This is an optimization exercise on Yosys and OpenROAD, whose aim is small area, a short achievable clock period and few clock cycles per item, not a production implementation.
RTL that was checked went through simulation tests only; none was proved equivalent to the original.
Power and IR drop assume default switching activity.

Design flow_proportioned_pump_timer_unit, start of the top module:
module flow_proportioned_pump_timer_unit #(
    parameter int WINDOW_MS = 3600000
) (
    input  logic                        i_clk,
    input  logic                        i_rst_n,
    input  logic                        i_tick_valid,
    output logic                        o_tick_ready,
    input  logic                        i_tick,
    output logic                        o_res_valid,
    input  logic                        i_res_ready,
    output logic                        o_pump_on,
    output logic [fppt_pkg::TIME_W-1:0] o_phase_ms,
    output logic [fppt_pkg::TIME_W-1:0] o_on_time_ms,
    output logic [fppt_pkg::TIME_W-1:0] o_off_time_ms,
    output logic [fppt_pkg::CYC_W-1:0]  o_cycles_per_hour,
    output logic [fppt_pkg::MINF_W-1:0] o_min_flow,
    input  logic                        i_cfg_we,
    input  logic [0:0]                  i_cfg_idx,
    input  logic [fppt_pkg::FLOW_W-1:0] i_cfg_wdata
);
    localparam int FW = fppt_pkg::FLOW_W;
    localparam int TW = fppt_pkg::TIME_W;
    localparam logic [TW-1:0] BASE_N1  = TW'(WINDOW_MS);
    localparam logic [TW-1:0] BASE_N4  = TW'(WINDOW_MS / 4);
    localparam logic [TW-1:0] BASE_N15 = TW'(WINDOW_MS / 15);
    localparam logic [TW-1:0] BASE_N30 = TW'(WINDOW_MS / 30);
    logic [FW-1:0] r_max_flow;
  ...
For scale: roughly 2800 cells after synthesis.
==> flow/config.mk <==
export PLATFORM = sky130hd
export DESIGN_NAME = flow_proportioned_pump_timer_unit
export DESIGN_NICKNAME = flow_proportioned_pump_timer_unit
export VERILOG_FILES = /design/flow/design.v
export SDC_FILE = /design/flow/constraint.sdc
export NUM_CORES = 4
export LEC_CHECK = 0
export CAP_MARGIN = 20
export CORE_MARGIN = 2
export CORE_UTILIZATION = 40
export PLACE_DENSITY = 0.6
export SETUP_SLACK_MARGIN = 3.5
export SLEW_MARGIN = 20
==> flow/constraint.sdc <==
create_clock -name core_clock -period 8.0 [get_ports {i_clk}]
set_input_delay 1.6000 -clock core_clock [delete_from_list [all_inputs] [get_ports {i_clk}]]
set_output_delay 1.6000 -clock core_clock [all_outputs]
set_load 0.01 [all_outputs]
run.sh (not shown) runs the stock make flow with config.mk's settings and CLKGATE_MAP_FILE= SYNTH_SCRIPT=/design/flow/synth_recipe.tcl, a recipe that flattens the netlist after the stock synthesis.
Testbench counts at the start, summed over its fixed seeds: cycles 4,334, updates 320.
Then changed:
--- a/flow/design.v
+++ b/flow/design.v
@@ -98,23 +98,23 @@
     localparam logic [1:0] S_DONE = 2'd3;
     logic [1:0]    r_state;
     logic [3:0]    r_cnt;
     logic [FW-1:0] r_rem;
     logic [TW-1:0] r_quo;
     logic [4:0]    r_nrem;
     logic [1:0]    r_band;
     logic [FW+1:0] r_m3;
     logic [3:0]    r_m60_cnt;
     logic [5:0]    r_r60;
-    logic [fppt_pkg::MINF_W-1:0] r_q60;
+    logic [FW-1:0] r_q60;
     logic [FW-1:0] w_fnext;
-    logic [1:0]    w_mbits;
+    logic [FW-1:0] w_mnext;
     logic [26:0]   w_y;
     logic [26:0]   w_yr;
     logic [34:0]   w_a;
     logic [1:0]    w_band;
     logic          w_mz, w_fz, w_ge;
     logic          w_c1, w_c2, w_c3, w_c4;
     logic [FW-1:0] w_rem;
     logic [4:0]    w_nrem;
     logic [1:0]    w_digit;
     logic          w_last;
@@ -123,35 +123,36 @@
     logic [5:0]    w_r60;
     logic [1:0]    w_q60;
     logic [FW-1:0] w_c4b;
     logic [FW-1:0] w_h, w_hm1;
     logic          w_s0;
     logic [1:0]    w_off_lo;
     logic          w_rf;
     logic [1:0]    w_q;
     logic [TW-1:0] w_off_div;
     assign w_fnext = (i_idx == 1'b1) ? i_wdata : i_flow;
+    assign w_mnext = (i_we && i_idx == 1'b0) ? i_wdata : i_max_flow;
     assign w_y     = {w_fnext, 7'd0} - {5'd0, w_fnext, 2'd0} + {7'd0, w_fnext};
     always_ff @(posedge i_clk) begin
-        if (i_we && i_idx == 1'b0) r_m3 <= {1'b0, i_wdata, 1'b0} + {2'b00, i_wdata};
+        r_m3 <= {1'b0, w_mnext, 1'b0} + {2'b00, w_mnext};
     end
     assign w_yr = {r_rem[4:0], r_quo};
     assign w_a  = {w_yr, 8'd0} - {3'd0, w_yr, 5'd0} + {8'd0, w_yr};
     assign w_mz = (i_max_flow == '0);
     assign w_fz = (i_flow == '0);
     assign w_ge = (i_flow >= i_max_flow);
     assign w_c1 = (({3'b000, i_flow, 2'b00} + {5'd0, i_flow}) <= {7'd0, i_max_flow[FW-1:2]});
     assign w_c2 = (({3'b000, i_flow, 2'b00} + {5'd0, i_flow}) <= {6'd0, i_max_flow[FW-1:1]});
     assign w_c3 = (i_flow <= {2'b00, i_max_flow[FW-1:2]});
     assign w_c4 = ({i_flow, 2'b00} <= r_m3);
     always_comb begin
-        if (w_fz || w_mz || w_c1) w_band = fppt_pkg::BAND_N1;
+        if (w_fz || w_c1) w_band = fppt_pkg::BAND_N1;
         else if (w_c2)    w_band = fppt_pkg::BAND_N4;
         else if (w_c3)    w_band = fppt_pkg::BAND_N15;
         else if (w_c4)    w_band = fppt_pkg::BAND_N30;
         else              w_band = fppt_pkg::BAND_N1;
     end
     fppt_div u_step (
         .i_rem   (r_rem),
         .i_bits  (r_quo[TW-1:TW-2]),
         .i_dvs   (i_max_flow),
         .i_dvs3  (r_m3),
@@ -210,59 +211,54 @@
     always_comb begin
         case ({w_digit, w_rf})
             3'b001, 3'b010: w_off_lo = 2'd3;
             3'b011, 3'b100: w_off_lo = 2'd2;
             3'b101, 3'b110: w_off_lo = 2'd1;
             default:        w_off_lo = 2'd0;
         endcase
     end
     assign w_off_div = w_s0 ? {w_h, 2'b00} : {w_hm1, w_off_lo};
     always_comb begin
-        w_mbits = 2'b00;
-        for (int k = 0; k < 10; k++) begin
-            if (r_m60_cnt == 4'(k)) w_mbits = i_max_flow[FW-1-2*k -: 2];
-        end
-    end
-    always_comb begin
         logic [6:0] r;
-        r = {r_r60, w_mbits[1]};
+        r = {r_r60, r_q60[FW-1]};
         w_q60[1] = (r >= 7'd60);
         if (w_q60[1]) r = r - 7'd60;
-        r = {r[5:0], w_mbits[0]};
+        r = {r[5:0], r_q60[FW-2]};
         w_q60[0] = (r >= 7'd60);
         if (w_q60[0]) r = r - 7'd60;
         w_r60 = r[5:0];
     end
     always_ff @(posedge i_clk) begin
         if (!i_rst_n || (i_we && i_idx == 1'b0)) begin
             r_m60_cnt <= 4'd15;
         end else if (r_m60_cnt == 4'd15) begin
             r_m60_cnt <= 4'd0;
         end else if (!w_m60_done) begin
             r_m60_cnt <= r_m60_cnt + 4'd1;
         end
     end
     always_ff @(posedge i_clk) begin
         if (r_m60_cnt == 4'd15) begin
             r_r60 <= '0;
+            r_q60 <= i_max_flow;
         end else if (!w_m60_done) begin
             r_r60 <= w_r60;
-            r_q60 <= {r_q60[fppt_pkg::MINF_W-3:0], w_q60};
+            r_q60 <= {r_q60[FW-3:0], w_q60};
         end
     end
     assign o_commit = w_commit;
     assign o_on     = (r_state == S_SKIP) ? r_quo : {r_quo[TW-3:0], w_digit};
     assign o_off    = (r_state == S_SKIP) ? (r_quo[TW-1] ? '0 : TW'(WINDOW_MS)) : w_off_div;
     assign o_rf     = (r_state == S_SKIP) ? 1'b0 : w_rf;
     assign o_band   = r_band;
     assign o_on_zero = (r_quo[TW-3:0] == '0) && ((r_state == S_SKIP) ? (r_quo[TW-1:TW-2] == 2'b00) : (w_digit == 2'b00));
-    assign o_q60    = r_q60;
+    assign o_q60    = r_q60[fppt_pkg::MINF_W-1:0];
 endmodule
 module flow_proportioned_pump_timer_unit #(
     parameter int WINDOW_MS = 3600000
 ) (
     input  logic                        i_clk,
     input  logic                        i_rst_n,
     input  logic                        i_tick_valid,
     output logic                        o_tick_ready,
     input  logic                        i_tick,
     output logic                        o_res_valid,
=> The new run finished clean; wire length came out higher by 1.6%; power came out higher by 9.5%; sequential share of layout area came out lower by 0.77 points; maximum frequency came out lower by 1.3%; setup slack degrades by 63 ps; non-clock buffer count came out higher by 24; clock power is about the same; clock-buffer cell count came out higher by 6; utilization came out higher by 1.2 points; cell area came out higher by 2.6%; global-route usage came out higher by 0.93 points; synthesized area hardly moves; hold slack is about the same.
Testbench counts after the change, summed over its fixed seeds: cycles 4,334, updates 320.

* * *

## main
Another version of the RTL of flow_proportioned_pump_timer_unit (not shown whole).
Size: about 2800 cells after synthesis, about 230 flip-flops, about 0.024 mm^2 of cells after synthesis.
export LEC_CHECK = 0
export CAP_MARGIN = 20
export CORE_MARGIN = 2
export CORE_UTILIZATION = 40
export PLACE_DENSITY = 0.6
export SETUP_SLACK_MARGIN = 3.5
export SLEW_MARGIN = 20
create_clock -name core_clock -period 8.0 [get_ports {i_clk}]
Relative to main, the following input files were edited for the feature branch:
--- a/flow/design.v
+++ b/flow/design.v
@@ -89,18 +89,17 @@
     output logic [1:0]                   o_band,
     output logic [fppt_pkg::MINF_W-1:0]  o_q60,
     output logic                         o_on_zero
 );
     localparam int FW = fppt_pkg::FLOW_W;
     localparam int TW = fppt_pkg::TIME_W;
-    localparam logic [2:0] S_MUL  = 3'd0;
-    localparam logic [2:0] S_DIV  = 3'd1;
-    localparam logic [2:0] S_SKIP = 3'd2;
-    localparam logic [2:0] S_DONE = 3'd3;
-    localparam logic [2:0] S_MUL0 = 3'd4;
-    logic [2:0]    r_state;
+    localparam logic [1:0] S_MUL  = 2'd0;
+    localparam logic [1:0] S_DIV  = 2'd1;
+    localparam logic [1:0] S_SKIP = 2'd2;
+    localparam logic [1:0] S_DONE = 2'd3;
+    logic [1:0]    r_state;
     logic [3:0]    r_cnt;
     logic [FW-1:0] r_rem;
     logic [TW-1:0] r_quo;
     logic [4:0]    r_nrem;
     logic [1:0]    r_band;
     logic [FW+1:0] r_m3;
@@ -127,16 +126,16 @@
     logic [FW-1:0] w_h, w_hm1;
     logic          w_s0;
     logic [1:0]    w_off_lo;
     logic          w_rf;
     logic [1:0]    w_q;
     logic [TW-1:0] w_off_div;
-    assign w_fnext = (r_state == S_MUL0) ? i_flow : i_wdata;
+    assign w_fnext = (i_idx == 1'b1) ? i_wdata : i_flow;
     assign w_y     = {w_fnext, 7'd0} - {5'd0, w_fnext, 2'd0} + {7'd0, w_fnext};
     always_ff @(posedge i_clk) begin
-        r_m3 <= {1'b0, i_max_flow, 1'b0} + {2'b00, i_max_flow};
+        if (i_we && i_idx == 1'b0) r_m3 <= {1'b0, i_wdata, 1'b0} + {2'b00, i_wdata};
     end
     assign w_yr = {r_rem[4:0], r_quo};
     assign w_a  = {w_yr, 8'd0} - {3'd0, w_yr, 5'd0} + {8'd0, w_yr};
     assign w_mz = (i_max_flow == '0);
     assign w_fz = (i_flow == '0);
     assign w_ge = (i_flow >= i_max_flow);
@@ -166,28 +165,25 @@
     assign w_last     = (r_state == S_DIV) && (r_cnt == 4'd10);
     assign w_rf       = (w_nrem != '0);
     assign w_m60_done = (r_m60_cnt == 4'd10);
     assign o_ready    = (r_state == S_DONE) || ((w_last || r_state == S_SKIP) && w_m60_done);
     assign w_commit   = (w_last || r_state == S_SKIP) && w_m60_done && i_free;
     always_ff @(posedge i_clk) begin
-        if (!i_rst_n) begin
-            r_state <= S_MUL0;
-        end else if (i_we) begin
-            r_state <= (i_idx == 1'b0 || r_state == S_MUL0) ? S_MUL0 : S_MUL;
+        if (!i_rst_n || i_we) begin
+            r_state <= S_MUL;
         end else begin
             case (r_state)
-                S_MUL0:  r_state <= S_MUL;
                 S_MUL:   r_state <= (w_ge || w_fz) ? S_SKIP : S_DIV;
                 S_DIV:   if (w_commit) r_state <= S_DONE;
                 S_SKIP:  if (w_commit) r_state <= S_DONE;
                 default: ;
             endcase
         end
     end
     always_ff @(posedge i_clk) begin
-        if (i_we || r_state == S_MUL0) begin
+        if (i_we) begin
             r_rem <= FW'(w_y[26:TW]);
             r_quo <= w_y[TW-1:0];
         end else if (r_state == S_MUL) begin
             r_rem  <= w_a[34:15];
             r_quo  <= w_ge ? (w_mz ? '0 : TW'(WINDOW_MS)) : {w_a[14:0], 7'd0};
             r_nrem <= '0;
@@ -292,20 +288,18 @@
     logic [TW-1:0] r_p;
     logic          r_p_inc;
     logic          r_p_zero;
     logic          r_pump;
     logic          r_res_valid;
     logic [TW-1:0] r_on;
-    logic [TW-1:0] r_off;
     logic          r_rf;
     logic [1:0]    r_band;
     logic [fppt_pkg::MINF_W-1:0] r_minf;
     logic          w_ready;
     logic          w_commit;
     logic [TW-1:0] w_on;
-    logic [TW-1:0] w_off;
     logic          w_rf;
     logic [1:0]    w_band;
     logic [fppt_pkg::MINF_W-1:0] w_q60;
     logic          w_free;
     logic          w_take;
     logic [TW-1:0] w_phase;
@@ -329,13 +323,13 @@
         .i_max_flow (r_max_flow),
         .i_flow     (r_flow),
         .i_free     (w_free),
         .o_ready    (w_ready),
         .o_commit   (w_commit),
         .o_on       (w_on),
-        .o_off      (w_off),
+        .o_off      (),
         .o_rf       (w_rf),
         .o_band     (w_band),
         .o_q60      (w_q60),
         .o_on_zero  (w_on_zero)
     );
     assign w_free       = !r_res_valid || i_res_ready;
@@ -402,23 +396,22 @@
             r_p <= w_phase;
         end
     end
     always_ff @(posedge i_clk) begin
         if (w_commit) begin
             r_on   <= w_on;
-            r_off  <= w_off;
             r_rf   <= w_rf;
             r_band <= w_band;
             r_minf <= (w_q60 == '0) ? '0 : w_q60 + 1'b1;
         end
     end
     assign o_res_valid       = r_res_valid;
     assign o_pump_on         = r_pump;
     assign o_phase_ms        = r_p;
     assign o_on_time_ms      = r_on;
-    assign o_off_time_ms     = r_off;
+    assign o_off_time_ms     = w_period - r_on;
     assign o_min_flow        = r_minf;
     always_comb begin
         case (r_band)
             fppt_pkg::BAND_N4:  o_cycles_per_hour = 5'd4;
             fppt_pkg::BAND_N15: o_cycles_per_hour = 5'd15;
             fppt_pkg::BAND_N30: o_cycles_per_hour = 5'd30;
[summary]
Between the feature branch and main, it is the feature branch whose cell area is lower, by 280 um^2.
main -> the feature branch: antenna violation net count after detailed routing delta 0, exact match
Across both runs, worst hold slack across all endpoints was higher for the feature branch than for main.
In the feature branch, the net switching power came out about 12% below the value in main.
Area inside the core boundary ends up lower on the feature branch.
No run of this note included a check of the RTL's function; only the layout flow was run.

==> afterwards: timing with drivers on the ports <==
The flow's constraints put no driver on any port. The routed layouts listed below were extracted and timed again, unchanged, in two steps.
Step 1 assumes that a clkbuf_16 drives the clock port and a buf_2 every other input.
Step 2 moves the port delays by t, midway between the first and last clock arrival at a register: inputs arrive t later, outputs are due t later. That takes back most of the time a late clock gives input paths.
Three values: no drivers, after step 1, after step 2; two values: the first two.
run | t (ns) | slack for setup (ns) | hold WS [ns] | worst data-port slew with drivers (ns)
the first run of note 1 | 0.647 | 3.303 / 3.147 / 2.501 | 0.498 / 0.498 / 0.498 | 0.24
the second run of note 1 | 0.629 | 3.241 / 3.241 / 2.628 | 0.495 / 0.495 / 0.495 | 0.25
main | 0.635 | 3.254 / 3.272 / 2.637 | 0.474 / 0.474 / 0.474 | 0.05
the feature branch | 0.607 | 2.866 / 2.805 / 2.655 | 0.487 / 0.487 / 0.487 | 0.20
After both steps every run listed still meets setup and hold. The setup slack of the first run of note 1, which loses most, moves by -0.156 ns with the drivers and by -0.802 ns with both steps.
